This design comes from an exercise in tuning for a short achievable clock period and few clock cycles on the open sky130 flow, not from production work.
Function was not checked in any run shown here: the RTL went through the layout flow alone.
The flow treats the clock pin as an ideal source, which a real chip does not have.
No activity file was given, so power comes from the tool's default toggle rates.

--- config.mk ---
export PLATFORM = sky130hd
export DESIGN_NAME = mipsCore
export DESIGN_NICKNAME = mipsCore
export VERILOG_FILES = /design/flow/design.v
export SDC_FILE = /design/flow/constraint.sdc
export NUM_CORES = 8
export LEC_CHECK = 0
export ABC_CLOCK_PERIOD_IN_PS = 2500
export CAP_MARGIN = 40
export CORE_MARGIN = 2
export CORE_UTILIZATION = 50
export SETUP_SLACK_MARGIN = 5
export SLEW_MARGIN = 50
export SYNTH_HIERARCHICAL = 1
export SYNTH_MINIMUM_KEEP_SIZE = 0
--- constraint.sdc ---
create_clock -name core_clock -period 10.0 [get_ports {clk}]
set_input_delay 2.0000 -clock core_clock [delete_from_list [all_inputs] [get_ports {clk}]]
set_output_delay 2.0000 -clock core_clock [all_outputs]
set_load 0.01 [all_outputs]
--- design.v ---
`default_nettype none
package mipsPkg;
    typedef logic [32-1:0]     word_t;
    typedef logic [5-1:0] regAddr_t;
    typedef enum logic [2:0] {
        ALU_AND = 3'b000,
        ALU_OR  = 3'b001,
        ALU_ADD = 3'b010,
        ALU_SUB = 3'b110,
        ALU_SLT = 3'b111
    } aluOp_t;
    typedef enum logic [1:0] {
        FWD_REG = 2'b00,     
        FWD_WB  = 2'b01,     
        FWD_MEM = 2'b10      
    } fwdSel_t;
    typedef struct packed {
        logic   regWrite;
        logic   memToReg;
        logic   memWrite;
        logic   aluSrc;      
        logic   regDst;      
        logic   branch;
        logic   jump;
        aluOp_t aluOp;
    } ctrl_t;
    typedef struct packed {
        word_t instr;
        word_t pcPlus4;
    } ifId_t;
    typedef struct packed {
        logic     regWrite;
        logic     memToReg;
        logic     memWrite;
        logic     aluSrc;
        logic     regDst;
        aluOp_t   aluOp;
        word_t    rd1;
        word_t    rd2;
        word_t    signImm;
        regAddr_t rs;
        regAddr_t rt;
        regAddr_t rd;
    } idEx_t;
    typedef struct packed {
        logic     regWrite;
        logic     memToReg;
        logic     memWrite;
        word_t    aluOut;
        word_t    writeData;
        regAddr_t writeReg;
    } exMem_t;
    typedef struct packed {
        logic     regWrite;
        logic     memToReg;
        word_t    readData;
        word_t    aluOut;
        regAddr_t writeReg;
    } memWb_t;
    localparam int IFID_W  = 2*32;
    localparam int IDEX_W  = 8 + 3*32 + 3*5;
    localparam int EXMEM_W = 3 + 2*32 + 5;
    localparam int MEMWB_W = 2 + 2*32 + 5;
endpackage
`default_nettype wire
`timescale 1ns/100ps
`default_nettype none
module selReg
(
    input  logic clk,
    input  logic d,
    output logic q
);
    always_ff @(posedge clk) begin
        q <= d;
    end
endmodule
`default_nettype wire
`timescale 1ns/100ps
`default_nettype none
module regRead
(
    input  logic [1023:0] regs,      
    input  logic [31:1] valid,
    input  logic [4:0]  addr,
    output logic [31:0] data
);
    logic [31:1] sel;
    always_comb begin
        for (int i = 1; i < 32; i++) begin
            sel[i] = valid[i] && addr == 5'(i);
        end
        data = '0;
        for (int i = 1; i < 32; i++) begin
            data = data | ({32{sel[i]}} & regs[32*i +: 32]);
        end
    end
endmodule
`default_nettype wire
`timescale 1ns/100ps
`default_nettype none
module muxBank #(
    parameter int W = 32
) (
    input  logic         sel,
    input  logic [W-1:0] a,          
    input  logic [W-1:0] b,
    output logic [W-1:0] y
);
    assign y = sel ? a : b;
endmodule
module pcSelect
(
    input  logic        redirect,    
    input  logic [31:0] alt,
    input  logic        hold,        
    input  logic        redirectD,   
    input  logic [31:0] altD,
    input  logic [31:0] pc,
    input  logic [31:0] pc4,
    input  logic        isJ,
    input  logic        predT,       
    input  logic [25:0] jIndex,
    input  logic [15:0] brLo,        
    input  logic        brCarry,
    input  logic        brSign,
    input  logic [13:0] pcHiInc,     
    input  logic [13:0] pcHiDec,
    output logic [31:0] pcNext
);
    logic        selJ;
    logic        selB;
    logic [31:0] other;              
    logic [13:0] hiC1;               
    logic [13:0] hiC0;               
    logic [13:0] brHi;
    logic [31:0] other2;             
    assign selJ = isJ && !hold && !redirect;
    assign selB = predT && !hold && !redirect && !redirectD;
    assign other2 = redirect ? alt
                  : hold     ? pc
                  : selJ     ? {pc4[31:28], jIndex, 2'b00}
                  : pc4;
    muxBank #(.W(32)) dMux (
        .sel (redirectD),
        .a   (altD),
        .b   (other2),
        .y   (other)
    );
    assign hiC1 = brSign ? pc[31:18] : pcHiInc;
    assign hiC0 = brSign ? pcHiDec : pc[31:18];
    muxBank #(.W(14)) carryMux (
        .sel (brCarry),
        .a   (hiC1),
        .b   (hiC0),
        .y   (brHi)
    );
    muxBank #(.W(30)) brMux (
        .sel (selB),
        .a   ({brHi, brLo}),
        .b   (other[31:2]),
        .y   (pcNext[31:2])
    );
    assign pcNext[1:0] = other[1:0];
endmodule
`default_nettype wire
`timescale 1ns/100ps
`default_nettype none
module addKS #(
    parameter int W = 32
) (
    input  logic [W-1:0] a,
    input  logic [W-1:0] b,
    input  logic         cin,
    output logic [W-1:0] s,
    output logic         cout
);
    localparam int L = (W > 16) ? 5 : (W > 8) ? 4 : (W > 4) ? 3 : (W > 2) ? 2 : 1;
    logic [W-1:0] g [0:L];
    logic [W-1:0] p [0:L];
    always_comb begin
        g[0] = a & b;
        p[0] = a ^ b;
        for (int l = 0; l < L; l++) begin
            for (int i = 0; i < W; i++) begin
                if (i >= (1 << l)) begin
                    g[l+1][i] = g[l][i] | (p[l][i] & g[l][i - (1 << l)]);
                    p[l+1][i] = p[l][i] & p[l][i - (1 << l)];
                end else begin
                    g[l+1][i] = g[l][i];
                    p[l+1][i] = p[l][i];
                end
            end
        end
        s[0] = p[0][0] ^ cin;
        for (int i = 1; i < W; i++) begin
            s[i] = p[0][i] ^ (g[L][i-1] | (p[L][i-1] & cin));
        end
        cout = g[L][W-1] | (p[L][W-1] & cin);
    end
endmodule
module aluCore
(
    input  logic [31:0] a,
    input  logic [31:0] b,
    input  logic        cin,
    input  logic        opAdd,
    input  logic        opAnd,
    input  logic        opOr,
    input  logic        opSlt,
    output logic [31:0] y
);
    logic [31:0] sum;
    logic        cout;
    logic        slt;
    addKS #(.W(32)) adder (
        .a    (a),
        .b    (b),
        .cin  (cin),
        .s    (sum),
        .cout (cout)
    );
    assign slt = (a[31] & b[31]) | ((a[31] ^ b[31]) & sum[31]);
    assign y = ({32{opAdd}} & sum)
             | ({32{opAnd}} & (a & b))
             | ({32{opOr}}  & (a | b))
             | {31'd0, opSlt & slt};
endmodule
`default_nettype wire
`default_nettype none
module eqCmp
(
    input  logic [31:0] a,
    input  logic [31:0] b,
    output logic        eq
);
    assign eq = a == b;
endmodule
`default_nettype wire
`default_nettype none
module sumZero
(
    input  logic [31:0] a,
    input  logic [31:0] b,
    input  logic        cin,
    output logic        zero
);
    logic [31:0] p;
    logic [31:0] cMade;          
    assign p     = a ^ b;
    assign cMade = {p[30:0] | a[30:0], cin};
    assign zero  = &(~(p ^ cMade));
endmodule
`default_nettype wire
`timescale 1ns/100ps
`default_nettype none
module mipsCore
(
    input  logic        clk,
    input  logic        rst,
    output logic [31:0] pcF,
    input  logic [31:0] instr,
    output logic        memWrite,
    output logic [31:0] dataAddr,
    output logic [31:0] writeData,
    input  logic [31:0] readData
);
    logic        weM;            
    logic        memToRegM;
    logic        memWriteM;
    logic [4:0]  destM;
    logic [31:0] aluOutM;
    logic [31:0] wdataM;
    logic [31:0] resultM;
    logic        vE;
    logic        weE;
    logic        memToRegE;
    logic        memWriteE;
    logic        beqE;
    logic [4:0]  destE;
    logic [31:0] aE;             
    logic [31:0] opBE;           
    logic [31:0] rtE;            
    logic        fwdAE;          
    logic        fwdBE;          
    logic [3:0]  fwdAQ;          
    logic [3:0]  fwdBQ;
    logic [3:0]  invBQ;
    logic        fwdRtE;         
    logic        swLoadE;        
    logic        cinE;           
    logic        opAddE;
    logic        opAndE;
    logic        opOrE;
    logic        opSltE;
    logic        predTE;
    logic [31:0] altE;           
    logic        vD;
    logic [31:0] instrD;
    logic [31:0] pc4D;
    logic        depAD;          
    logic        depBD;
    logic        loadDepD;       
    logic [31:0] regs [0:31];
    logic [31:1] rvalid;
    assign memWrite  = memWriteM;
    assign dataAddr  = aluOutM;
    assign writeData = wdataM;
    assign resultM   = memToRegM ? readData : aluOutM;
    always_ff @(posedge clk) begin
        for (int i = 1; i < 32; i++) begin
            if (weM && destM == 5'(i)) regs[i] <= resultM;
        end
    end
    always_ff @(posedge clk or posedge rst) begin
        if (rst) begin
            rvalid <= '0;
        end else begin
            for (int i = 1; i < 32; i++) begin
                if (weM && destM == 5'(i)) rvalid[i] <= 1'b1;
            end
        end
    end
    logic [31:0] srcA;
    logic [31:0] srcB;
    logic [31:0] rtvE;
    logic [31:0] aluOut;
    logic        redirectE;
    logic [31:0] srcBPre;
    muxBank #(.W(8)) fwdA0 (.sel(fwdAQ[0]), .a(aluOutM[7:0]),   .b(aE[7:0]),   .y(srcA[7:0]));
    muxBank #(.W(8)) fwdA1 (.sel(fwdAQ[1]), .a(aluOutM[15:8]),  .b(aE[15:8]),  .y(srcA[15:8]));
    muxBank #(.W(8)) fwdA2 (.sel(fwdAQ[2]), .a(aluOutM[23:16]), .b(aE[23:16]), .y(srcA[23:16]));
    muxBank #(.W(8)) fwdA3 (.sel(fwdAQ[3]), .a(aluOutM[31:24]), .b(aE[31:24]), .y(srcA[31:24]));
    muxBank #(.W(8)) fwdB0 (.sel(fwdBQ[0]), .a(aluOutM[7:0]),   .b(opBE[7:0]),   .y(srcBPre[7:0]));
    muxBank #(.W(8)) fwdB1 (.sel(fwdBQ[1]), .a(aluOutM[15:8]),  .b(opBE[15:8]),  .y(srcBPre[15:8]));
    muxBank #(.W(8)) fwdB2 (.sel(fwdBQ[2]), .a(aluOutM[23:16]), .b(opBE[23:16]), .y(srcBPre[23:16]));
    muxBank #(.W(8)) fwdB3 (.sel(fwdBQ[3]), .a(aluOutM[31:24]), .b(opBE[31:24]), .y(srcBPre[31:24]));
    assign srcB = srcBPre ^ {{8{invBQ[3]}}, {8{invBQ[2]}}, {8{invBQ[1]}}, {8{invBQ[0]}}};
    assign rtvE = fwdRtE ? aluOutM : rtE;
    aluCore alu (
        .a     (srcA),
        .b     (srcB),
        .cin   (cinE),
        .opAdd (opAddE),
        .opAnd (opAndE),
        .opOr  (opOrE),
        .opSlt (opSltE),
        .y     (aluOut)
    );
    logic eqRR;
    logic eqMR;
    logic eqRM;
    logic eqE;
    eqCmp cmpRR (.a(aE),      .b(rtE),     .eq(eqRR));
    eqCmp cmpMR (.a(aluOutM), .b(rtE),     .eq(eqMR));
    eqCmp cmpRM (.a(aE),      .b(aluOutM), .eq(eqRM));
    assign eqE  = fwdAE ? (fwdRtE || eqMR) : (fwdRtE ? eqRM : eqRR);
    assign redirectE = beqE && (eqE != predTE);
    always_ff @(posedge clk or posedge rst) begin
        if (rst) begin
            weM       <= 1'b0;
            memToRegM <= 1'b0;
            memWriteM <= 1'b0;
            destM     <= '0;
        end else begin
            weM       <= vE && weE;
            memToRegM <= vE && memToRegE;
            memWriteM <= vE && memWriteE;
            destM     <= destE;
        end
    end
    always_ff @(posedge clk) begin
        aluOutM  <= aluOut;
        wdataM   <= swLoadE ? readData : rtvE;
    end
    logic [5:0]  opD;
    logic [5:0]  fnD;
    logic [4:0]  rsD;
    logic [4:0]  rtD;
    logic        isAddD;
    logic        isSubD;
    logic        isAndD;
    logic        isOrD;
    logic        isSltD;
    logic        isRD;
    logic        isAddiD;
    logic        isLwD;
    logic        isSwD;
    logic        isBeqD;
    logic        useRsD;
    logic        useRtD;
    logic        immD;           
    logic        invD;           
    logic [31:0] immValD;
    logic [4:0]  destD;
    logic        weD;
    logic [31:0] rd1D;
    logic [31:0] rd2D;
    logic [31:0] aD;
    logic [31:0] bD;
    logic        stallD;         
    logic        predTD;         
    logic [31:0] brTargetD;
    assign opD = instrD[31:26];
    assign fnD = instrD[5:0];
    assign rsD = instrD[25:21];
    assign rtD = instrD[20:16];
    assign isAddD  = opD == 6'b000000 && fnD == 6'b100000;
    assign isSubD  = opD == 6'b000000 && fnD == 6'b100010;
    assign isAndD  = opD == 6'b000000 && fnD == 6'b100100;
    assign isOrD   = opD == 6'b000000 && fnD == 6'b100101;
    assign isSltD  = opD == 6'b000000 && fnD == 6'b101010;
    assign isRD    = isAddD || isSubD || isAndD || isOrD || isSltD;
    assign isAddiD = opD == 6'b001000;
    assign isLwD   = opD == 6'b100011;
    assign isSwD   = opD == 6'b101011;
    assign isBeqD  = opD == 6'b000100;
    assign useRsD  = isRD || isAddiD || isLwD || isSwD || isBeqD;
    assign useRtD  = isRD || isSwD || isBeqD;
    assign immD    = isAddiD || isLwD || isSwD;
    assign invD    = isSubD || isSltD;
    assign immValD = {{16{instrD[15]}}, instrD[15:0]};
    assign destD   = isRD ? instrD[15:11] : rtD;
    assign weD     = (isRD || isAddiD || isLwD) && destD != 5'd0;
    logic [1023:0] regsFlat;
    always_comb begin
        for (int i = 0; i < 32; i++) regsFlat[32*i +: 32] = regs[i];
    end
    regRead read1 (.regs(regsFlat), .valid(rvalid), .addr(rsD), .data(rd1D));
    regRead read2 (.regs(regsFlat), .valid(rvalid), .addr(rtD), .data(rd2D));
    assign aD   = (weM && destM == rsD) ? resultM : rd1D;
    assign bD   = (weM && destM == rtD) ? resultM : rd2D;
    assign stallD = vD && loadDepD;
    logic        zeroChkD;
    logic        sumZeroD;
    logic        redirectD;
    assign zeroChkD  = isBeqD && opAddE && !cinE && !memToRegE && !fwdAE && !fwdBE
                    && ((depAD && rtD == 5'd0) || (depBD && rsD == 5'd0));
    sumZero zeroChk (.a(aE), .b(opBE), .cin(cinE), .zero(sumZeroD));
    assign redirectD = vD && zeroChkD && !stallD && !redirectE && (sumZeroD != predTD);
    assign predTD = isBeqD && (instrD[15] || rsD == rtD);
    addKS #(.W(30)) brAdd (
        .a    (pc4D[31:2]),
        .b    ({{14{instrD[15]}}, instrD[15:0]}),
        .cin  (1'b0),
        .s    (brTargetD[31:2]),
        .cout ()
    );
    assign brTargetD[1:0] = 2'b00;
    always_ff @(posedge clk or posedge rst) begin
        if (rst) begin
            vE <= 1'b0;
        end else begin
            vE <= vD && !redirectE && !stallD;
        end
    end
    selReg fwdAReg0 (.clk(clk), .d(depAD),                 .q(fwdAQ[0]));
    selReg fwdBReg0 (.clk(clk), .d(depBD && !immD),         .q(fwdBQ[0]));
    selReg invBReg0 (.clk(clk), .d(invD),                   .q(invBQ[0]));
    selReg fwdAReg1 (.clk(clk), .d(depAD),                 .q(fwdAQ[1]));
    selReg fwdBReg1 (.clk(clk), .d(depBD && !immD),         .q(fwdBQ[1]));
    selReg invBReg1 (.clk(clk), .d(invD),                   .q(invBQ[1]));
    selReg fwdAReg2 (.clk(clk), .d(depAD),                 .q(fwdAQ[2]));
    selReg fwdBReg2 (.clk(clk), .d(depBD && !immD),         .q(fwdBQ[2]));
    selReg invBReg2 (.clk(clk), .d(invD),                   .q(invBQ[2]));
    selReg fwdAReg3 (.clk(clk), .d(depAD),                 .q(fwdAQ[3]));
    selReg fwdBReg3 (.clk(clk), .d(depBD && !immD),         .q(fwdBQ[3]));
    selReg invBReg3 (.clk(clk), .d(invD),                   .q(invBQ[3]));
    always_ff @(posedge clk) begin
        weE       <= weD;
        memToRegE <= isLwD;
        memWriteE <= isSwD;
        beqE      <= vD && !redirectE && !stallD && isBeqD && !zeroChkD;
        destE     <= destD;
        aE        <= aD;
        opBE      <= immD ? immValD : bD;
        rtE       <= bD;
        fwdAE     <= depAD;
        fwdBE     <= depBD && !immD;
        fwdRtE    <= depBD;
        swLoadE   <= isSwD && depBD && memToRegE;
        cinE      <= invD;
        opAddE    <= isAddD || isSubD || immD;
        opAndE    <= isAndD;
        opOrE     <= isOrD;
        opSltE    <= isSltD;
        predTE    <= predTD;
        altE      <= predTD ? pc4D : brTargetD;
    end
    logic [31:0] pc4F;
    logic [13:0] pcHiF;
    logic [13:0] pcHiIncF;
    logic [13:0] pcHiDecF;
    logic [15:0] brLoF;          
    logic        brCarryF;
    logic        isJF;
    logic        predTF;
    logic [31:0] pcNext;
    assign isJF   = instr[31:26] == 6'b000010;
    assign predTF = instr[31:26] == 6'b000100 && (instr[15] || instr[25:21] == instr[20:16]);
    addKS #(.W(30)) pcInc (
        .a    (pcF[31:2]),
        .b    (30'd1),
        .cin  (1'b0),
        .s    (pc4F[31:2]),
        .cout ()
    );
    assign pc4F[1:0] = pcF[1:0];
    assign pcHiF = pcF[31:18];
    addKS #(.W(14)) hiInc (
        .a    (pcHiF),
        .b    (14'd1),
        .cin  (1'b0),
        .s    (pcHiIncF),
        .cout ()
    );
    addKS #(.W(14)) hiDec (
        .a    (pcHiF),
        .b    (14'h3fff),
        .cin  (1'b0),
        .s    (pcHiDecF),
        .cout ()
    );
    addKS #(.W(16)) brLo (
        .a    (pcF[17:2]),
        .b    (instr[15:0]),
        .cin  (1'b1),
        .s    (brLoF),
        .cout (brCarryF)
    );
    pcSelect pcSel (
        .redirect (redirectE),
        .alt      (altE),
        .hold     (stallD),
        .redirectD(redirectD),
        .altD     (predTD ? pc4D : brTargetD),
        .pc       (pcF),
        .pc4      (pc4F),
        .isJ      (isJF),
        .predT    (predTF),
        .jIndex   (instr[25:0]),
        .brLo     (brLoF),
        .brCarry  (brCarryF),
        .brSign   (instr[15]),
        .pcHiInc  (pcHiIncF),
        .pcHiDec  (pcHiDecF),
        .pcNext   (pcNext)
    );
    always_ff @(posedge clk or posedge rst) begin
        if (rst) begin
            pcF <= 32'h0000_0000;
            vD  <= 1'b0;
        end else begin
            pcF <= pcNext;
            vD  <= !redirectE && !redirectD;
        end
    end
    logic        useRsF;
    logic        useRtF;         
    logic        depAF;
    logic        depBF;
    assign useRsF = instr[31:26] == 6'b000000 || instr[31:26] == 6'b001000 || instr[31:26] == 6'b100011
                 || instr[31:26] == 6'b101011    || instr[31:26] == 6'b000100;
    assign useRtF = instr[31:26] == 6'b000000 || instr[31:26] == 6'b000100;
    assign depAF  = vD && weD && !redirectE && destD == instr[25:21];
    assign depBF  = vD && weD && !redirectE && destD == instr[20:16];
    always_ff @(posedge clk) begin
        if (stallD) begin
            depAD    <= 1'b0;
            depBD    <= 1'b0;
            loadDepD <= 1'b0;
        end else begin
            instrD   <= instr;
            pc4D     <= pc4F;
            depAD    <= depAF;
            depBD    <= depBF;
            loadDepD <= isLwD && ((useRsF && depAF) || (useRtF && depBF));
        end
    end
endmodule
`default_nettype wire
--- flow/run.sh ---
#!/bin/bash
set -euo pipefail
F=$PWD/flow
K=(MATCH_CELL_FOOTPRINT=0 "BUFFER_PORTS_ARGS=-buffer_cell sky130_fd_sc_hd__buf_4" FASTROUTE_TCL=$F/fastroute.tcl)
bash standard.sh SETUP_SLACK_MARGIN=5 POST_CTS_TCL=$F/ramp_cts.tcl "${K[@]}" cts > standard_cts.log 2>&1
bash standard.sh SETUP_SLACK_MARGIN=6.5 "${K[@]}" finish > standard_finish.log 2>&1
--- flow/fastroute.tcl ---
set_global_routing_layer_adjustment met1 0.6
set_global_routing_layer_adjustment met2 0.3
set_global_routing_layer_adjustment met3-$::env(MAX_ROUTING_LAYER) 0.2

set_routing_layers -clock $::env(MIN_CLK_ROUTING_LAYER)-$::env(MAX_ROUTING_LAYER)
set_routing_layers -signal $::env(MIN_ROUTING_LAYER)-$::env(MAX_ROUTING_LAYER)
--- flow/ramp_cts.tcl ---
# Timing repair in steps: each step repairs every endpoint below its margin,
# so a path that cannot be improved further stops only the last steps.
set_propagated_clock [all_clocks]
estimate_parasitics -placement
foreach m {5.8 6.0 6.2 6.3 6.4 6.5 6.6 6.7 6.8} {
  repair_timing -setup -setup_margin $m -repair_tns 100 -max_passes 50
  puts "ramp_cts margin $m: worst slack [worst_slack -max]"
}
detailed_placement
check_placement -verbose
estimate_parasitics -placement
puts "ramp_cts done: worst slack [worst_slack -max]"
--- standard.sh ---
#!/bin/bash
# synth_recipe.tcl (not shown) runs the flow's synth.tcl, then flattens the netlist and writes it again
# the make line also repeats each setting of config.mk as NAME=value (left out here)
make -C /OpenROAD-flow-scripts/flow DESIGN_CONFIG=/design/flow/config.mk WORK_HOME=/design/flow/orfs CLKGATE_MAP_FILE= SYNTH_SCRIPT=/design/flow/synth_recipe.tcl "${@:-finish}"
==> results of run 1 <==
layer usage:
layer | vias up | global-route usage (%) | part of all wire (%)
met5 | - | 24.2 | 1.0
met4 | 126 | 41.5 | 9.8
met3 | 1917 | 54.0 | 23
met2 | 6211 | 70.3 | 38
met1 | 28400 | 75.0 | 28
li1 | 25200 | - | -
per-stage QoR:
| step | util, % | cell area, µm² | power [µW] | std cells | hold WS, ps |
|---|---|---|---|---|---|
| 2_1_floorplan | - | 72300 | 9500 | 6449 | 316 |
| 3_3_place_gp | 52.4 | 75100 | 10500 | 8228 | 317 |
| 3_5_place_dp | 52.9 | 75800 | 10500 | 8246 | 320 |
| 5_1_grt | 60.2 | 86300 | 17200 | 8807 | 321 |
| 6_report | 60.2 | 86300 | 16600 | 8818 | 320 |
registers in the layout (all words and copies together), names as in the netlist, 5 cells and up:
| name | cells |
|---|---|
| regs | 992 |
| aE | 32 |
| altE | 32 |
| aluOutM | 32 |
| instrD | 32 |
| opBE | 32 |
| pc4D | 32 |
| pcF | 32 |
| rtE | 32 |
| wdataM | 32 |
| rvalid | 31 |
| destE | 5 |
| destM | 5 |
worst max-delay path: stages (launching register included):
cell and delay, ps:
sky130_fd_sc_hd__edfxtp_1 470, sky130_fd_sc_hd__buf_6 230, sky130_fd_sc_hd__nor2_1 480, sky130_fd_sc_hd__and3_4 510, sky130_fd_sc_hd__buf_6 460, sky130_fd_sc_hd__a2111oi_0 220, sky130_fd_sc_hd__nand3_1 120, sky130_fd_sc_hd__or4_1 220
sky130_fd_sc_hd__nor2_1 70, sky130_fd_sc_hd__a21oi_1 570
final cells by class:
type                       count  area [µm²]
fill                       11700       57000
sequential                  1355       38400
multi-input combinational   4454       33200
timing repair buffer         607        6620
clock buffer                 216        4350
tap                         1903        2380
inverter                     186         701
clock inverter                63         563
antenna                       34        85.1
placed cells by master (no fill, tap or decap), types with 41 or more instances in the layout:
cell type,n
sky130_fd_sc_hd__dfxtp_1,104
sky130_fd_sc_hd__clkbuf_16,173
sky130_fd_sc_hd__a21oi_1,137
sky130_fd_sc_hd__inv_1,164
sky130_fd_sc_hd__xor2_1,186
sky130_fd_sc_hd__mux2_2,113
sky130_fd_sc_hd__mux2_4,152
sky130_fd_sc_hd__a2111oi_1,46
sky130_fd_sc_hd__o21ai_0,66
sky130_fd_sc_hd__edfxtp_1,1056
sky130_fd_sc_hd__mux2i_1,76
sky130_fd_sc_hd__xnor2_1,123
sky130_fd_sc_hd__nand2_1,739
sky130_fd_sc_hd__a222oi_1,58
sky130_fd_sc_hd__nor2_1,122
sky130_fd_sc_hd__nor3_1,602
sky130_fd_sc_hd__ha_1,151
sky130_fd_sc_hd__a22oi_1,490
sky130_fd_sc_hd__dfxtp_4,55
sky130_fd_sc_hd__a2111oi_2,69
sky130_fd_sc_hd__dfxtp_2,67
sky130_fd_sc_hd__nand4_1,80
sky130_fd_sc_hd__buf_12,65
sky130_fd_sc_hd__a21o_1,49
sky130_fd_sc_hd__dfrtp_1,41
sky130_fd_sc_hd__a2111oi_0,69
sky130_fd_sc_hd__buf_4,326
sky130_fd_sc_hd__nand3_1,194
sky130_fd_sc_hd__buf_6,170
sky130_fd_sc_hd__conb_1,71
power breakdown:
part | switching, µW | internal, µW | total (µW) | leakage (µW)
sequential | 191 | 6310 | 6510 | 0.0139
combinational | 2350 | 2150 | 4510 | 0.0157
clock | 2390 | 3240 | 5630 | 0.00241
total | 4930 | 11700 | 16600 | 0.0320
path summary, 6_finish.rpt:
check | start | to | depth (start not counted)
max | instrD[21]$_DFFE_PN_ | aE[17]$_DFF_P_ | 9
min | destE[4]$_DFF_P_ | destM[4]$_DFF_PP0_ | 0
max reg2reg | instrD[21]$_DFFE_PN_ | aE[17]$_DFF_P_ | 9
min reg2reg | destE[4]$_DFF_P_ | destM[4]$_DFF_PP0_ | 0
max in group asynchronous | rst | pcF[3]$_DFF_PP0_ | 3
min in group asynchronous | rst | rvalid[18]$_DFFE_PP0P_ | 2
==> run summary, run 1 <==
Final TNS setup 0 ps; run status timing/DRC/antenna clean; period utilization 36.1%; ports placed on the boundary 163; wire length of the first global-routing pass 480000 µm; Site Rows 139; Die H 384 µm; DRC errors left 0; total number of clock tree sinks 1355; first-pass iteration count of the detailed router 9; element type at the critical path end flop; arrival time worst endpoint 4230 ps; Final setup viols 0; pin count of the biggest net entering global routing 68; placeable core region 143000 µm²; fin crit period 3610 ps; minimum setup slack after placement 5280 ps; number of antenna violations at the first check in global routing 43; detailed placement HPWL 201000 µm; actual transition at the worst max-transition pin 881 ps; path class of the lowest-slack min-delay path flop to flop; Mapped Area 72100 µm²; RSZ-0062 raised after global routing true; worst path required time 10630 ps; number of nets with antenna violations after routing 0; layout-stage area growth over the synthesis result 19.7%; die area 147000 µm²; first-iteration detailed-routing DRC count 5112; share of cells above drive strength 1 25.9%; worst reg-to-reg setup slack 6390 ps; standby leakage power 0.0320 µW; # port buffers 162; achievable clock frequency 0.277 GHz; Hold Vio Cnt, Final 0; Pins Over Slew Limit 0; Clk Latency, worst-skew pair 840 ps; Congestion Overflow GR 0; cell count after synthesis 6380; power per unit of standard cell area 193 nW/µm²; via count of the first global-routing pass 66200; Worst Setup Path Type flop to flop; clock tree from TritonCTS yes; net count of the finished layout 6996; routability congestion estimate 1.03; # Max-Cap Violations 0; Total Routing Usage GR 60.0%; initial standard-cell utilization of the core 50.3%; clock skew after layout 48.0 ps; DRT Wirelength 347000 µm; wire length per cell after detailed routing 39.3 µm; maximum net fanout on the critical path 22; Reg clk slew, reported paths 60 ps; tightest slew margin relative to the limit 41.3%; overall die width 384 µm; number of vias after detailed routing 61900; startpoint kind of the worst setup timing path flop; average cell area after synthesis 11.3 µm²; per-cell via count in the routed design 7.02; number of warnings reported in the yosys synthesis log 86; maximum VDD drop 0.184 mV; worst path setup slack after routing 6390 ps
==> inputs of run 2 (changes only) <==
--- a/config.mk
+++ b/config.mk
@@ -8,7 +8,7 @@
 export ABC_CLOCK_PERIOD_IN_PS = 2500
 export CAP_MARGIN = 40
 export CORE_MARGIN = 2
-export CORE_UTILIZATION = 50
+export CORE_UTILIZATION = 60
 export SETUP_SLACK_MARGIN = 5
 export SLEW_MARGIN = 50
 export SYNTH_HIERARCHICAL = 1
==> run summary, run 2 <==
Site Rows 127; Pins Over Slew Limit 0; overall die width 351 µm; maximum net fanout on the critical path 24; number of nets with antenna violations after routing 0; Largest register FFs 992; number of cells traversed by the worst register-to-register path 11; period utilization 35.8%; Mapped Area 72100 µm²; number of antenna violations at the first check in global routing 35; Reg with most FFs regs; Final setup viols 0; ports placed on the boundary 163; total number of clock tree sinks 1355; cell count after synthesis 6380; layout filler cell count 8454; first-iteration detailed-routing DRC count 6550; Overall Power 16500 µW; arrival time worst endpoint 4290 ps; first-pass iteration count of the detailed router 10; die area 123000 µm²; achievable clock frequency 0.280 GHz; placeable core region 119000 µm²; Total Routing Usage GR 71.2%; power per unit of standard cell area 193 nW/µm²; Clk Latency, worst-skew pair 830 ps; Reg clk slew, reported paths 60 ps; Congestion Overflow GR 0; final core area utilization 71.6%; number of warnings reported in the yosys synthesis log 86; number of vias after detailed routing 64300; path class of the lowest-slack min-delay path flop to flop; clock skew after layout 44.0 ps; minimum setup slack after placement 5230 ps; leading cell types in the layout, fill and taps excluded sky130_fd_sc_hd__edfxtp_1, sky130_fd_sc_hd__nand2_1, sky130_fd_sc_hd__nor3_1, sky130_fd_sc_hd__a22oi_1, sky130_fd_sc_hd__buf_4; # Max-Cap Violations 0; average cell area after synthesis 11.3 µm²; run status timing/DRC/antenna clean; worst reg-to-reg setup slack 6420 ps; initial standard-cell utilization of the core 60.3%; DRT Wirelength 340000 µm; fin crit period 3580 ps; worst path setup slack after routing 6420 ps; layout-stage area growth over the synthesis result 18.6%; Hold WS 329 ps; actual transition at the worst max-transition pin 843 ps; startpoint kind of the worst setup timing path flop; Final TNS setup 0 ps; RR Startpoint instrD[18]$_DFFE_PN_; worst setup path endpoint opBE[31]$_DFF_P_; # port buffers 162; via count of the first global-routing pass 68800; worst path required time 10710 ps; net count of the finished layout 6978; wire length per cell after detailed routing 40.0 µm; Setup crit start instrD[18]$_DFFE_PN_; startpoint of the tightest hold check path destE[2]$_DFF_P_; Die H 351 µm; Worst Setup Path Type flop to flop; routability congestion estimate 1.04; share of cells above drive strength 1 25.6%; most common cell after layout, fill and taps aside sky130_fd_sc_hd__edfxtp_1; pin count of the biggest net entering global routing 65; DRC errors left 0; per-cell via count in the routed design 7.55; Hold Vio Cnt, Final 0; R2R Path End opBE[31]$_DFF_P_; wire length of the first global-routing pass 484000 µm; tightest slew margin relative to the limit 43.8%; maximum VDD drop 0.199 mV; standby leakage power 0.0319 µW; element type at the critical path end flop; detailed placement HPWL 193000 µm; clock tree from TritonCTS yes; RSZ-0062 raised after global routing true
==> run 2: worst max-delay path, cell delays in order (launching register included) <==
cell and delay (ps):
sky130_fd_sc_hd__edfxtp_1 390, sky130_fd_sc_hd__buf_8 190, sky130_fd_sc_hd__nor3b_1 570, sky130_fd_sc_hd__and3_4 580, sky130_fd_sc_hd__buf_4 390, sky130_fd_sc_hd__a22oi_1 110, sky130_fd_sc_hd__and3_1 210, sky130_fd_sc_hd__nand4_1 200
sky130_fd_sc_hd__buf_4 260, sky130_fd_sc_hd__buf_4 220, sky130_fd_sc_hd__nor2_1 80, sky130_fd_sc_hd__o31ai_1 230
==> run 2: final cells by class <==
| class | count | area (µm²) | area share (%) |
|---|---|---|---|
| Antenna cell | 46 | 115 | 0.135 |
| Inverter | 186 | 701 | 0.819 |
| Timing Repair Buffer | 597 | 6440 | 7.54 |
| Multi-Input combinational cell | 4452 | 33100 | 38.7 |
| Clock buffer | 203 | 4160 | 4.86 |
| Sequential cell | 1355 | 38400 | 45.0 |
| Clock inverter | 64 | 541 | 0.632 |
| Tap cell | 1612 | 2020 | 2.36 |
==> run 2: worst min-delay path by stage <==
stage	end	slack, ps	depth (start not counted)
final	destM[2]$_DFF_PP0_	330	0
after detailed placement	destM[2]$_DFF_PP0_	320	0
after global routing	destM[2]$_DFF_PP0_	330	0
after global placement	destM[4]$_DFF_PP0_	320	0
after floorplan	destM[0]$_DFF_PP0_	320	0
==> run 2: per-layer routing <==
metal	track usage [%]	up-vias	part of all wire, %
met5	36.3	-	1.5
met4	54.4	165	11
met3	67.3	2574	23
met2	80.7	7135	37
met1	82.9	29200	27
li1	-	25200	-
==> run 2: per-stage QoR <==
stage | cells | area [µm²]
after detailed placement | 7938 | 75200
after global routing | 8502 | 85500
after global placement | 7929 | 74700
after floorplan | 6449 | 72300
final | 8515 | 85500
==> run 2: power breakdown <==
part | switching (µW) | internal (µW)
sequential | 199 | 6310
combinational | 2400 | 2180
clock | 2380 | 3050
total | 4980 | 11500
==> inputs of run 3 (changes only) <==
--- a/config.mk
+++ b/config.mk
@@ -6,10 +6,10 @@
 export NUM_CORES = 8
 export LEC_CHECK = 0
 export ABC_CLOCK_PERIOD_IN_PS = 2500
-export CAP_MARGIN = 40
+export CAP_MARGIN = 60
 export CORE_MARGIN = 2
-export CORE_UTILIZATION = 60
+export CORE_UTILIZATION = 50
 export SETUP_SLACK_MARGIN = 5
-export SLEW_MARGIN = 50
+export SLEW_MARGIN = 60
 export SYNTH_HIERARCHICAL = 1
 export SYNTH_MINIMUM_KEEP_SIZE = 0
==> run summary, run 3 <==
worst path required time 10700 ps; Reg with most FFs regs; placeable core region 143000 µm²; initial standard-cell utilization of the core 50.3%; period utilization 34.8%; average cell area after synthesis 11.3 µm²; overall die width 384 µm; Total Routing Usage GR 59.0%; net count of the finished layout 7013; family with the most delay on the worst path simple AND/OR/NAND/NOR gates; first-pass iteration count of the detailed router 9; wire length of the first global-routing pass 474000 µm; actual transition at the worst max-transition pin 679 ps; tightest slew margin relative to the limit 54.7%; maximum VDD drop 0.191 mV; total number of clock tree sinks 1355; routability congestion estimate 1.03; startpoint kind of the worst setup timing path flop; # port buffers 162; RSZ-0062 raised after global routing true; Final TNS setup 0 ps; Site Rows 139; startpoint of the tightest hold check path destE[2]$_DFF_P_; Mapped Area 72100 µm²; first-iteration detailed-routing DRC count 4859; per-cell via count in the routed design 6.99; maximum net fanout on the critical path 14; path class of the lowest-slack min-delay path flop to flop; DRT Wirelength 342000 µm; cell count after synthesis 6380; DRC errors left 0; layout-stage area growth over the synthesis result 21.3%; via count of the first global-routing pass 66100; total buffers and inverters traversed by the critical path 1; clock tree from TritonCTS yes; wire length per cell after detailed routing 38.7 µm; # Max-Cap Violations 0; pin count of the biggest net entering global routing 68; Die H 384 µm; Hold Vio Cnt, Final 0; leading cell types in the layout, fill and taps excluded sky130_fd_sc_hd__edfxtp_1, sky130_fd_sc_hd__nand2_1, sky130_fd_sc_hd__nor3_1, sky130_fd_sc_hd__a22oi_1, sky130_fd_sc_hd__buf_4; run status timing/DRC/antenna clean; share of cells above drive strength 1 26.8%; ports placed on the boundary 163; arrival time worst endpoint 4180 ps; post-placement cell area 76600 µm²; power per unit of standard cell area 193 nW/µm²; number of antenna violations at the first check in global routing 36; detailed placement HPWL 205000 µm; Setup crit start instrD[19]$_DFFE_PN_; Pins Over Slew Limit 0; number of vias after detailed routing 61800; CP max-delay cell sky130_fd_sc_hd__or4_4; Worst path max stage delay 810 ps; die area 147000 µm²; Largest register FFs 992; Congestion Overflow GR 0; element type at the critical path end flop; RR Startpoint instrD[19]$_DFFE_PN_; Overall Power 16900 µW; Finished Cell Area 87400 µm²; most common cell after layout, fill and taps aside sky130_fd_sc_hd__edfxtp_1; fin crit period 3480 ps; Final setup viols 0; Clk Latency, worst-skew pair 850 ps; standby leakage power 0.0324 µW; number of nets with antenna violations after routing 0; Reg clk slew, reported paths 60 ps; number of warnings reported in the yosys synthesis log 86; Worst Setup Path Type flop to flop; clock skew after layout 45.4 ps; achievable clock frequency 0.287 GHz; cell-by-cell listing of the critical path buf_12 > nor2b_2 > and3_4 > a2111oi_1 > nand4_1 > or4_4 > nor2_1 > o31ai_1
-- run 3: metal layers --
layer / vias up / GRT usage, % / part of all wire (%) / wire length [µm]
li1: 25200 / - / - / -
met1: 28500 / 74.8 / 29 / 98000
met2: 6027 / 69.3 / 38 / 131000
met3: 1889 / 52.8 / 22 / 76300
met4: 106 / 40.8 / 10 / 34100
met5: - / 19.9 / 0.72 / 2470
-- run 3: path summary, 6_finish.rpt --
kind	slack, ps	cells after the start	endpoint
worst max-delay path	6520	8	opBE[27]$_DFF_P_
worst min-delay path	330	0	destM[2]$_DFF_PP0_
worst max register to register	6520	8	opBE[27]$_DFF_P_
worst min register to register	330	0	destM[2]$_DFF_PP0_
max in group asynchronous	7960	4	memToRegM$_DFF_PP0_
min in group asynchronous	1160	2	rvalid[15]$_DFFE_PP0P_
-- run 3: power breakdown --
part           internal [µW]  leakage (µW)  switching [µW]
combinational           2150        0.0159            2330
clock                   3420       0.00254            2470
sequential              6310        0.0139             194
total                  11900        0.0324            5000
-- run 3: area by class of cell --
type / count / area (µm²)
diodes: 29 / 72.6
clock buffers: 204 / 4290
clock inverters: 82 / 925
fillers: 11500 / 55900
inverters: 186 / 707
multi-input cells: 4451 / 33500
flip-flops and latches: 1355 / 38400
well taps: 1903 / 2380
repair buffers: 625 / 7110
-- run 3: worst register-to-register path, stage by stage (launching register included) --
cell and delay [ps]:
sky130_fd_sc_hd__edfxtp_1 430, sky130_fd_sc_hd__buf_12 190, sky130_fd_sc_hd__nor2b_2 250, sky130_fd_sc_hd__and3_4 340
sky130_fd_sc_hd__a2111oi_1 590, sky130_fd_sc_hd__nand4_1 430, sky130_fd_sc_hd__or4_4 810, sky130_fd_sc_hd__nor2_1 210
sky130_fd_sc_hd__o31ai_1 90
-- run 3: through the flow --
stage	setup slack, ps	hold slack, ps	cells	util (%)
floorplan	5510	316	6449	-
global placement	5340	317	8228	52.4
detailed placement	5280	320	8267	53.5
global route	6450	331	8824	61.0
finish	6520	327	8835	61.0
==> inputs of run 4 (changes only) <==
--- a/design.v
+++ b/design.v
@@ -78,23 +78,70 @@
 `default_nettype wire
 `timescale 1ns/100ps
 `default_nettype none
+module aoi22Bank #(
+    parameter int W = 32
+) (
+    input  logic [W-1:0] a0,
+    input  logic [W-1:0] a1,
+    input  logic [W-1:0] b0,
+    input  logic [W-1:0] b1,
+    output logic [W-1:0] y
+);
+    assign y = ~((a0 & a1) | (b0 & b1));
+endmodule
+module nand2Bank #(
+    parameter int W = 32
+) (
+    input  logic [W-1:0] a,
+    input  logic [W-1:0] b,
+    output logic [W-1:0] y
+);
+    assign y = ~(a & b);
+endmodule
+module nor2Bank #(
+    parameter int W = 32
+) (
+    input  logic [W-1:0] a,
+    input  logic [W-1:0] b,
+    output logic [W-1:0] y
+);
+    assign y = ~(a | b);
+endmodule
 module regRead
 (
     input  logic [1023:0] regs,      
-    input  logic [31:1] valid,
-    input  logic [4:0]  addr,
-    output logic [31:0] data
+    input  logic [31:1]   valid,
+    input  logic [4:0]    addr,
+    output logic [31:0]   data
 );
-    logic [31:1] sel;
+    logic [31:0]  sel;
+    logic [511:0] t1;                
+    logic [255:0] t2;                
+    logic [127:0] t3;                
+    logic [63:0]  t4;                
     always_comb begin
+        sel[0] = 1'b0;
         for (int i = 1; i < 32; i++) begin
             sel[i] = valid[i] && addr == 5'(i);
         end
-        data = '0;
-        for (int i = 1; i < 32; i++) begin
-            data = data | ({32{sel[i]}} & regs[32*i +: 32]);
-        end
     end
+    for (genvar j = 0; j < 16; j++) begin : l1
+        aoi22Bank g (
+            .a0 ({32{sel[2*j]}}),   .a1 (regs[32*(2*j) +: 32]),
+            .b0 ({32{sel[2*j+1]}}), .b1 (regs[32*(2*j+1) +: 32]),
+            .y  (t1[32*j +: 32])
+        );
+    end
+    for (genvar j = 0; j < 8; j++) begin : l2
+        nand2Bank g (.a(t1[64*j +: 32]), .b(t1[64*j+32 +: 32]), .y(t2[32*j +: 32]));
+    end
+    for (genvar j = 0; j < 4; j++) begin : l3
+        nor2Bank g (.a(t2[64*j +: 32]), .b(t2[64*j+32 +: 32]), .y(t3[32*j +: 32]));
+    end
+    for (genvar j = 0; j < 2; j++) begin : l4
+        nand2Bank g (.a(t3[64*j +: 32]), .b(t3[64*j+32 +: 32]), .y(t4[32*j +: 32]));
+    end
+    assign data = t4[31:0] | t4[63:32];
 endmodule
 `default_nettype wire
 `timescale 1ns/100ps
==> run summary, run 4 <==
run status timing/DRC/antenna clean; Overall Power 16800 µW; path class of the lowest-slack min-delay path flop to flop; Clk Latency, worst-skew pair 790 ps; Die H 388 µm; cell count after synthesis 5792; worst path setup slack after routing 6470 ps; Hold Vio Cnt, Final 0; Total Routing Usage GR 44.0%; Mapped Area 73700 µm²; total number of clock tree sinks 1355; tightest slew margin relative to the limit 60.0%; first-iteration detailed-routing DRC count 2667; DRC errors left 0; most common cell after layout, fill and taps aside sky130_fd_sc_hd__edfxtp_1; Pins Over Slew Limit 0; clock tree from TritonCTS yes; maximum net fanout on the critical path 7; startpoint kind of the worst setup timing path primary input; number of warnings reported in the yosys synthesis log 86; average cell area after synthesis 12.7 µm²; internal power of the cells 11900 µW; layout-stage area growth over the synthesis result 18.9%; clock skew after layout 34.7 ps; combinational cell fraction of total power 27.3%; final core area utilization 60.0%; net count of the finished layout 6741; share of total power consumed by net switching 29.3%; Final TNS setup 0 ps; ports placed on the boundary 163; share of cells above drive strength 1 39.4%; fin crit period 3530 ps; initial standard-cell utilization of the core 50.5%; achievable clock frequency 0.283 GHz; overall die width 388 µm; number of vias after detailed routing 52500; placeable core region 146000 µm²; pin count of the biggest net entering global routing 68; power per unit of standard cell area 192 nW/µm²; Worst Setup Path Type primary input to flop; Worst path max stage delay 400 ps; post-placement cell area 79100 µm²; relative contribution of the clock network to total power 33.6%; arrival time worst endpoint 4180 ps; per-cell via count in the routed design 6.13; number of antenna violations at the first check in global routing 13; DRT Wirelength 261000 µm; RSZ-0062 raised after global routing true; leading cell types in the layout, fill and taps excluded sky130_fd_sc_hd__edfxtp_1, sky130_fd_sc_hd__a22oi_2, sky130_fd_sc_hd__nand2_1, sky130_fd_sc_hd__nor2_1, sky130_fd_sc_hd__buf_4; worst path required time 10650 ps; via count of the first global-routing pass 56900; layout filler cell count 11800; part of the total power dissipated in sequential elements 39.1%; Congestion Overflow GR 0; Finished Cell Area 87600 µm²; number of nets with antenna violations after routing 0; die area 150000 µm²; cell-by-cell listing of the critical path buf_8 > ha_4 > a21o_1 > nand4_1 > a211oi_4 > nor2_2 > o21ai_4 > buf_6 > mux2_4 > mux2_4; Reg with most FFs regs; CP max-delay cell sky130_fd_sc_hd__a211oi_4; Top cell by count, worst path sky130_fd_sc_hd__mux2_4; Largest register FFs 992; wire length per cell after detailed routing 30.5 µm; wire length of the first global-routing pass 373000 µm; Final setup viols 0; Switch Pwr 4930 µW; # Max-Cap Violations 0; first-pass iteration count of the detailed router 7; period utilization 35.3%; actual transition at the worst max-transition pin 601 ps; minimum setup slack after placement 5190 ps; Site Rows 140; routability congestion estimate 0.985; Reg clk slew, reported paths 50 ps; standby leakage power 0.0337 µW; detailed placement HPWL 166000 µm; maximum VDD drop 0.157 mV; element type at the critical path end flop; # port buffers 162
run 4: changes by cell type in the layout (fill, tap and decap cells not counted), moves of 53 or more:
cell / before / now
sky130_fd_sc_hd__or2_2: 37 / 101
sky130_fd_sc_hd__a22oi_1: 490 / 4
sky130_fd_sc_hd__nor3_1: 600 / 19
sky130_fd_sc_hd__nor2_1: 120 / 393
sky130_fd_sc_hd__a2111oi_2: 66 / 2
sky130_fd_sc_hd__a2111oi_0: 65 / 0
sky130_fd_sc_hd__conb_1: 71 / 199
sky130_fd_sc_hd__a22oi_2: 31 / 1055
sky130_fd_sc_hd__a222oi_1: 58 / 0
sky130_fd_sc_hd__buf_4: 323 / 234
sky130_fd_sc_hd__nand3_1: 194 / 27
sky130_fd_sc_hd__nand4_1: 80 / 27
run 4: final cells by class:
| type | count | area [µm²] | area share, % |
|---|---|---|---|
| diodes | 11 | 27.5 | 0.0314 |
| repair buffers | 471 | 4810 | 5.49 |
| clock buffers | 210 | 4350 | 4.97 |
| multi-input cells | 4338 | 36200 | 41.4 |
| well taps | 1917 | 2400 | 2.74 |
| clock inverters | 70 | 661 | 0.754 |
| inverters | 180 | 703 | 0.803 |
| flip-flops and latches | 1355 | 38400 | 43.8 |
run 4: power groups by stage:
| stage | clock [µW] | sequential (µW) | combinational, µW |
|---|---|---|---|
| finish | 5650 | 6570 | 4600 |
| global route | 5920 | 6600 | 4990 |
| detailed placement | 0 | 6770 | 3970 |
| global placement | 0 | 6770 | 3940 |
| floorplan | 0 | 6660 | 2980 |
run 4: metrics by stage:
step / hold slack, ps / std cells
6_report: 326 / 8552
5_1_grt: 338 / 8547
3_5_place_dp: 320 / 8075
3_3_place_gp: 319 / 8069
2_1_floorplan: 316 / 5987
run 4: path summary, 6_finish.rpt:
path	startpoint	to	slack (ps)	depth (start not counted)
worst max-delay path	instr[0]	pcF[31]$_DFF_PP0_	6470	10
worst min-delay path	destE[1]$_DFF_P_	destM[1]$_DFF_PP0_	330	0
worst max register to register	aluOutM[2]$_DFF_P_	pcF[10]$_DFF_PP0_	6590	15
worst min register to register	destE[1]$_DFF_P_	destM[1]$_DFF_PP0_	330	0
max in group asynchronous	rst	destM[0]$_DFF_PP0_	8020	4
min in group asynchronous	rst	rvalid[9]$_DFFE_PP0P_	1180	2
run 4: worst max-delay path: cells and delay by family:
kind	cells	cell delay (ps)
multiplexers	2	570
AND/OR/NAND/NOR	2	310
AO/OA/AOI/OAI	3	750
adder cells (fa/ha/maj)	1	240
buffers and inverters	2	310
run 4: per-layer routing:
layer / track usage [%] / part of all wire [%]
met3: 26.6 / 16
met5: 1.95 / 0.20
met4: 22.8 / 7.4
met1: 66.5 / 33
met2: 61.9 / 44
==> inputs of run 5 (changes only) <==
--- a/design.v
+++ b/design.v
@@ -156,6 +156,16 @@
 );
     assign y = sel ? a : b;
 endmodule
+module selGate
+(
+    input  logic a,
+    input  logic b,
+    input  logic c,
+    input  logic d,
+    output logic y
+);
+    assign y = a && !b && !c && !d;
+endmodule
 module pcSelect
 (
     input  logic        redirect,    
@@ -176,14 +186,16 @@
     output logic [31:0] pcNext
 );
     logic        selJ;
-    logic        selB;
+    logic [3:0]  selB;               
     logic [31:0] other;              
     logic [13:0] hiC1;               
     logic [13:0] hiC0;               
     logic [13:0] brHi;
     logic [31:0] other2;             
     assign selJ = isJ && !hold && !redirect;
-    assign selB = predT && !hold && !redirect && !redirectD;
+    for (genvar k = 0; k < 4; k++) begin : selCopy
+        selGate g (.a(predT), .b(hold), .c(redirect), .d(redirectD), .y(selB[k]));
+    end
     assign other2 = redirect ? alt
                   : hold     ? pc
                   : selJ     ? {pc4[31:28], jIndex, 2'b00}
@@ -202,12 +214,10 @@
         .b   (hiC0),
         .y   (brHi)
     );
-    muxBank #(.W(30)) brMux (
-        .sel (selB),
-        .a   ({brHi, brLo}),
-        .b   (other[31:2]),
-        .y   (pcNext[31:2])
-    );
+    muxBank #(.W(8)) brMux0 (.sel(selB[0]), .a(brLo[7:0]),  .b(other[9:2]),   .y(pcNext[9:2]));
+    muxBank #(.W(8)) brMux1 (.sel(selB[1]), .a(brLo[15:8]), .b(other[17:10]), .y(pcNext[17:10]));
+    muxBank #(.W(7)) brMux2 (.sel(selB[2]), .a(brHi[6:0]),  .b(other[24:18]), .y(pcNext[24:18]));
+    muxBank #(.W(7)) brMux3 (.sel(selB[3]), .a(brHi[13:7]), .b(other[31:25]), .y(pcNext[31:25]));
     assign pcNext[1:0] = other[1:0];
 endmodule
 `default_nettype wire
@@ -222,28 +232,64 @@
     output logic [W-1:0] s,
     output logic         cout
 );
+    logic [W-1:0] p;
+    logic [W-1:0] g;
+    logic [W-1:0] c;                 
+    pgGen    #(.W(W)) pg  (.a(a), .b(b), .p(p), .g(g));
+    prefixKS #(.W(W)) pre (.p(p), .g(g), .cin(cin), .c(c), .cout(cout));
+    xorBank  #(.W(W)) sum (.a(p), .b(c), .y(s));
+endmodule
+module pgGen #(
+    parameter int W = 32
+) (
+    input  logic [W-1:0] a,
+    input  logic [W-1:0] b,
+    output logic [W-1:0] p,
+    output logic [W-1:0] g
+);
+    assign p = a ^ b;
+    assign g = a & b;
+endmodule
+module xorBank #(
+    parameter int W = 32
+) (
+    input  logic [W-1:0] a,
+    input  logic [W-1:0] b,
+    output logic [W-1:0] y
+);
+    assign y = a ^ b;
+endmodule
+module prefixKS #(
+    parameter int W = 32
+) (
+    input  logic [W-1:0] p,
+    input  logic [W-1:0] g,
+    input  logic         cin,
+    output logic [W-1:0] c,
+    output logic         cout
+);
     localparam int L = (W > 16) ? 5 : (W > 8) ? 4 : (W > 4) ? 3 : (W > 2) ? 2 : 1;
-    logic [W-1:0] g [0:L];
-    logic [W-1:0] p [0:L];
+    logic [W-1:0] gg [0:L];
+    logic [W-1:0] pp [0:L];
     always_comb begin
-        g[0] = a & b;
-        p[0] = a ^ b;
+        gg[0] = g;
+        pp[0] = p;
         for (int l = 0; l < L; l++) begin
             for (int i = 0; i < W; i++) begin
                 if (i >= (1 << l)) begin
-                    g[l+1][i] = g[l][i] | (p[l][i] & g[l][i - (1 << l)]);
-                    p[l+1][i] = p[l][i] & p[l][i - (1 << l)];
+                    gg[l+1][i] = gg[l][i] | (pp[l][i] & gg[l][i - (1 << l)]);
+                    pp[l+1][i] = pp[l][i] & pp[l][i - (1 << l)];
                 end else begin
-                    g[l+1][i] = g[l][i];
-                    p[l+1][i] = p[l][i];
+                    gg[l+1][i] = gg[l][i];
+                    pp[l+1][i] = pp[l][i];
                 end
             end
         end
-        s[0] = p[0][0] ^ cin;
+        c[0] = cin;
         for (int i = 1; i < W; i++) begin
-            s[i] = p[0][i] ^ (g[L][i-1] | (p[L][i-1] & cin));
+            c[i] = gg[L][i-1] | (pp[L][i-1] & cin);
         end
-        cout = g[L][W-1] | (p[L][W-1] & cin);
+        cout = gg[L][W-1] | (pp[L][W-1] & cin);
     end
 endmodule
 module aluCore
==> run summary, run 5 <==
cell count after synthesis 5740; share of total power consumed by net switching 30.2%; average cell area after synthesis 12.8 µm²; Site Rows 140; DRT Wirelength 266000 µm; cell-by-cell listing of the critical path buf_6 > or4_4 > nor3b_4 > clkbuf_16 > buf_12 > mux2i_1 > a211oi_2 > mux2_4 > mux2_4; Worst path max stage delay 560 ps; Reg clk slew, reported paths 60 ps; minimum setup slack after placement 5440 ps; wire length of the first global-routing pass 379000 µm; overall die width 387 µm; arrival time worst endpoint 4180 ps; Finished Cell Area 88400 µm²; run status timing/DRC/antenna clean; clock tree from TritonCTS yes; combinational cell fraction of total power 28.3%; relative contribution of the clock network to total power 32.6%; layout-stage area growth over the synthesis result 20.7%; Hold Vio Cnt, Final 0; worst path required time 10680 ps; part of the total power dissipated in sequential elements 39.1%; Mapped Area 73200 µm²; # port buffers 162; first-iteration detailed-routing DRC count 2541; number of vias after detailed routing 52800; Pins Over Slew Limit 0; post-placement cell area 79500 µm²; worst path setup slack after routing 6500 ps; RR Startpoint instrD[8]$_DFFE_PN_; standby leakage power 0.0343 µW; wire length per cell after detailed routing 31.1 µm; actual transition at the worst max-transition pin 615 ps; total number of clock tree sinks 1355; # Max-Cap Violations 0; pin count of the biggest net entering global routing 65; element type at the critical path end flop; detailed placement HPWL 170000 µm; initial standard-cell utilization of the core 50.3%; per-cell via count in the routed design 6.17; Congestion Overflow GR 0; Total Routing Usage GR 45.1%; CP max-delay cell sky130_fd_sc_hd__or4_4; power per unit of standard cell area 191 nW/µm²; number of warnings reported in the yosys synthesis log 86; maximum VDD drop 0.164 mV; tightest slew margin relative to the limit 59.0%; Clk Latency, worst-skew pair 820 ps; first-pass iteration count of the detailed router 7; family with the most delay on the worst path simple AND/OR/NAND/NOR gates; Worst Setup Path Type primary input to flop; routability congestion estimate 0.977; Switch Pwr 5100 µW; Largest register FFs 992; Reg with most FFs regs; startpoint of the tightest hold check path destE[0]$_DFF_P_; Die H 387 µm; placeable core region 146000 µm²; path class of the lowest-slack min-delay path flop to flop; number of stages on the worst setup path 9; period utilization 35.0%; ports placed on the boundary 163; leading cell types in the layout, fill and taps excluded sky130_fd_sc_hd__edfxtp_1, sky130_fd_sc_hd__a22oi_2, sky130_fd_sc_hd__nand2_1, sky130_fd_sc_hd__nor2_1, sky130_fd_sc_hd__xor2_1; number of nets with antenna violations after routing 0; fin crit period 3500 ps; Overall Power 16900 µW; total buffers and inverters traversed by the critical path 3; clock skew after layout 45.5 ps; internal power of the cells 11800 µW; Top cell by count, worst path sky130_fd_sc_hd__mux2_4; startpoint kind of the worst setup timing path primary input; achievable clock frequency 0.286 GHz; share of cells above drive strength 1 40.1%; number of antenna violations at the first check in global routing 19; number of cells traversed by the worst register-to-register path 10; Final TNS setup 0 ps; Final setup viols 0; most common cell after layout, fill and taps aside sky130_fd_sc_hd__edfxtp_1; Hold WS 323 ps; worst hold stages 0; die area 150000 µm²; DRC errors left 0; layout filler cell count 11600; Setup crit start instr[30]; via count of the first global-routing pass 57300; maximum net fanout on the critical path 8; RSZ-0062 raised after global routing true; net count of the finished layout 6729
==> run 5: per-stage QoR <==
step / instances / util, %
after floorplan: 5932 / -
final: 8560 / 60.7
after detailed placement: 8049 / 54.6
after global routing: 8555 / 60.7
after global placement: 8002 / 53.5
==> run 5: power by group through the flow <==
stage | clock (µW) | sequential, µW | combinational, µW
6_report | 5520 | 6610 | 4780
5_1_grt | 5810 | 6630 | 5170
3_5_place_dp | 0 | 6790 | 3990
3_3_place_gp | 0 | 6780 | 3960
2_1_floorplan | 0 | 6660 | 2920
==> run 5: per-layer routing <==
| layer | part of all wire [%] | vias up | wire (µm) | track usage [%] |
|---|---|---|---|---|
| met2 | 43 | 3249 | 115000 | 61.1 |
| met4 | 7.9 | 14 | 21000 | 25.5 |
| met3 | 17 | 916 | 44900 | 29.0 |
| li1 | - | 23300 | - | - |
| met1 | 32 | 25300 | 85200 | 67.6 |
| met5 | 0.10 | - | 270 | 1.91 |
==> run 5: worst paths after layout <==
kind | slack, ps | to
max | 6500 | pcF[16]$_DFF_PP0_
min | 320 | destM[0]$_DFF_PP0_
max reg2reg | 6570 | pcF[28]$_DFF_PP0_
min reg2reg | 320 | destM[0]$_DFF_PP0_
max in group asynchronous | 8090 | rvalid[7]$_DFFE_PP0P_
min in group asynchronous | 1110 | pcF[31]$_DFF_PP0_
==> run 5: cell type report <==
class | instances | area (µm²) | share of cell area [%]
Sequential cell | 1355 | 38400 | 43.4
Timing Repair Buffer | 511 | 5650 | 6.39
Clock inverter | 59 | 563 | 0.637
Multi-Input combinational cell | 4306 | 36400 | 41.2
Inverter | 166 | 647 | 0.732
Tap cell | 1917 | 2400 | 2.71
Clock buffer | 220 | 4330 | 4.89
Antenna cell | 26 | 65.1 | 0.0736
==> inputs of run 6 (changes only) <==
--- a/design.v
+++ b/design.v
@@ -232,11 +232,12 @@
     output logic [W-1:0] s,
     output logic         cout
 );
-    logic [W-1:0] p;
+    logic [W-1:0] p;                 
+    logic [W-1:0] t;                 
     logic [W-1:0] g;
     logic [W-1:0] c;                 
-    pgGen    #(.W(W)) pg  (.a(a), .b(b), .p(p), .g(g));
-    prefixKS #(.W(W)) pre (.p(p), .g(g), .cin(cin), .c(c), .cout(cout));
+    pgGen    #(.W(W)) pg  (.a(a), .b(b), .p(p), .t(t), .g(g));
+    prefixKS #(.W(W)) pre (.p(t), .g(g), .cin(cin), .c(c), .cout(cout));
     xorBank  #(.W(W)) sum (.a(p), .b(c), .y(s));
 endmodule
 module pgGen #(
@@ -245,9 +246,11 @@
     input  logic [W-1:0] a,
     input  logic [W-1:0] b,
     output logic [W-1:0] p,
+    output logic [W-1:0] t,
     output logic [W-1:0] g
 );
     assign p = a ^ b;
+    assign t = a | b;
     assign g = a & b;
 endmodule
 module xorBank #(
==> run summary, run 6 <==
routed metal-1 wire length 86900 µm; DRC errors left 0; Finished Cell Area 91200 µm²; Seq. cell area 38300 µm²; Reg clk slew, reported paths 60 ps; placeable core region 152000 µm²; net count of the finished layout 7430; power per unit of standard cell area 187 nW/µm²; Largest register FFs 992; initial standard-cell utilization of the core 50.3%; element type at the critical path end flop; Die H 395 µm; pin count of the biggest net entering global routing 65; RSZ-0062 raised after global routing true; achievable clock frequency 0.286 GHz; final core area utilization 60.0%; number of nets with antenna violations after routing 0; total number of clock tree sinks 1355; # Max-Cap Violations 0; Pins Over Slew Limit 0; Hold Vio Cnt, Final 0; detailed placement HPWL 172000 µm; standby leakage power 0.0369 µW; fin crit period 3490 ps; routability congestion estimate 0.982; wire length per cell after detailed routing 29.1 µm; tightest slew margin relative to the limit 59.8%; average cell area after synthesis 12.2 µm²; Overall Power 17000 µW; post-placement cell area 82400 µm²; first-iteration detailed-routing DRC count 2518; Detail Route met3 WL 43800 µm; Reg with most FFs regs; maximum VDD drop 0.151 mV; first-pass iteration count of the detailed router 7; Hold WS 322 ps; most common cell after layout, fill and taps aside sky130_fd_sc_hd__edfxtp_1; startpoint kind of the worst setup timing path flop; arrival time worst endpoint 4150 ps; Worst Setup Path Type flop to flop; die area 156000 µm²; clock skew after layout 29.8 ps; number of antenna violations at the first check in global routing 20; routed length on met2 116000 µm; via count of the first global-routing pass 59500; overall die width 395 µm; worst path required time 10660 ps; worst reg-to-reg setup slack 6510 ps; ports placed on the boundary 163; DRT Wirelength 269000 µm; Mapped Area 76400 µm²; Final TNS setup 0 ps; Congestion Overflow GR 0; per-cell via count in the routed design 5.94; Site Rows 143; # port buffers 162; path class of the lowest-slack min-delay path flop to flop; layout-stage area growth over the synthesis result 19.4%; multi-input logic area 37900 µm²; number of warnings reported in the yosys synthesis log 86; cell count after synthesis 6274; actual transition at the worst max-transition pin 603 ps; leading cell types in the layout, fill and taps excluded sky130_fd_sc_hd__edfxtp_1, sky130_fd_sc_hd__a22oi_2, sky130_fd_sc_hd__nand2_1, sky130_fd_sc_hd__inv_1, sky130_fd_sc_hd__nor2_1; Clk Latency, worst-skew pair 790 ps; clock tree from TritonCTS yes; maximum net fanout on the critical path 8; layout filler cell count 12300; run status timing/DRC/antenna clean; Total Routing Usage GR 43.9%; max layer used met5; Final setup viols 0; period utilization 34.9%; share of cells above drive strength 1 36.5%; number of vias after detailed routing 54800; wire length of the first global-routing pass 387000 µm
-- run 6: path summary, 6_finish.rpt --
path	startpoint	end	cells past startpoint
min in group asynchronous	rst	rvalid[6]$_DFFE_PP0P_	2
setup / recovery	aluOutM[15]$_DFF_P_	pcF[8]$_DFF_PP0_	16
max in group asynchronous	rst	rvalid[18]$_DFFE_PP0P_	4
hold / removal	destE[2]$_DFF_P_	destM[2]$_DFF_PP0_	0
setup reg to reg	aluOutM[15]$_DFF_P_	pcF[8]$_DFF_PP0_	16
hold reg to reg	destE[2]$_DFF_P_	destM[2]$_DFF_PP0_	0
-- run 6: worst max-delay path: stages (launching register included) --
cell                      delay [ps]
sky130_fd_sc_hd__dfxtp_4         360
sky130_fd_sc_hd__buf_12          130
sky130_fd_sc_hd__buf_6           110
sky130_fd_sc_hd__xor2_1          140
sky130_fd_sc_hd__nor4_2          350
sky130_fd_sc_hd__nand4_1         150
sky130_fd_sc_hd__nor2_2          160
sky130_fd_sc_hd__mux2i_4         130
sky130_fd_sc_hd__xnor2_2         200
sky130_fd_sc_hd__a221o_1         230
sky130_fd_sc_hd__inv_1            70
sky130_fd_sc_hd__and3_4          220
sky130_fd_sc_hd__buf_16          140
sky130_fd_sc_hd__buf_12          150
sky130_fd_sc_hd__nor4b_4         290
sky130_fd_sc_hd__buf_6           220
sky130_fd_sc_hd__mux2_4          310
-- run 6: layout make-up --
type / instances / share of cell area (%)
Antenna cell: 11 / 0.0302
Clock buffer: 207 / 4.70
Clock inverter: 74 / 0.830
Inverter: 569 / 2.40
Multi-Input combinational cell: 4493 / 41.6
Sequential cell: 1355 / 42.0
Tap cell: 2030 / 2.79
Timing Repair Buffer: 491 / 5.64
-- run 6: where the power goes --
part	total, µW	switching, µW	internal (µW)
clock	5690	2380	3310
sequential	6620	250	6370
combinational	4700	2480	2220
-- run 6: metrics by stage --
step	instances	setup slack, ps
floorplan	6521	5980
global placement	8719	5060
detailed placement	8738	5360
global route	9226	6420
finish	9230	6510
-- run 6: metal layers --
layer	vias to the layer above	global-route usage (%)
li1	24500	-
met1	26100	66.7
met5	-	0.800
met3	997	27.0
met4	16	24.6
met2	3220	60.1

==> re-timing with driven ports <==
No port has a modelled driver above. Below, the same layouts with a new extraction and two added sets of constraints.
Step 1: set_driving_cell puts a clkbuf_16 on clk and a buf_2 on each other input, an assumption about the parent block.
Step 2 adds t to the input delays and takes it off the output delays; t is the mean of the earliest and latest rising clock arrival at the registers after step 1. Input paths then give back, and output paths get back, about the clock's delay inside the block.
Three values: ideal ports, drivers, drivers and shift; two values: the first two.
| run | t (ns) | setup slack, ns | hold WS [ns] |
|---|---|---|---|
| run 1 | 0.903 | 6.395 / 6.395 / 5.743 | 0.320 / 0.320 / 0.320 |
| run 2 | 0.887 | 6.423 / 6.423 / 5.730 | 0.329 / 0.329 / 0.329 |
| run 3 | 0.914 | 6.518 / 6.510 / 5.659 | 0.327 / 0.327 / 0.327 |
| run 4 | 0.849 | 6.467 / 6.505 / 5.656 | 0.326 / 0.326 / 0.326 |
| run 5 | 0.885 | 6.499 / 6.475 / 5.669 | 0.323 / 0.323 / 0.323 |
| run 6 | 0.855 | 6.505 / 6.505 / 5.708 | 0.322 / 0.322 / 0.322 |
After both steps every run listed still meets setup and hold. The setup slack of run 3, which loses most, moves by -0.008 ns with the drivers and by -0.859 ns with both steps.
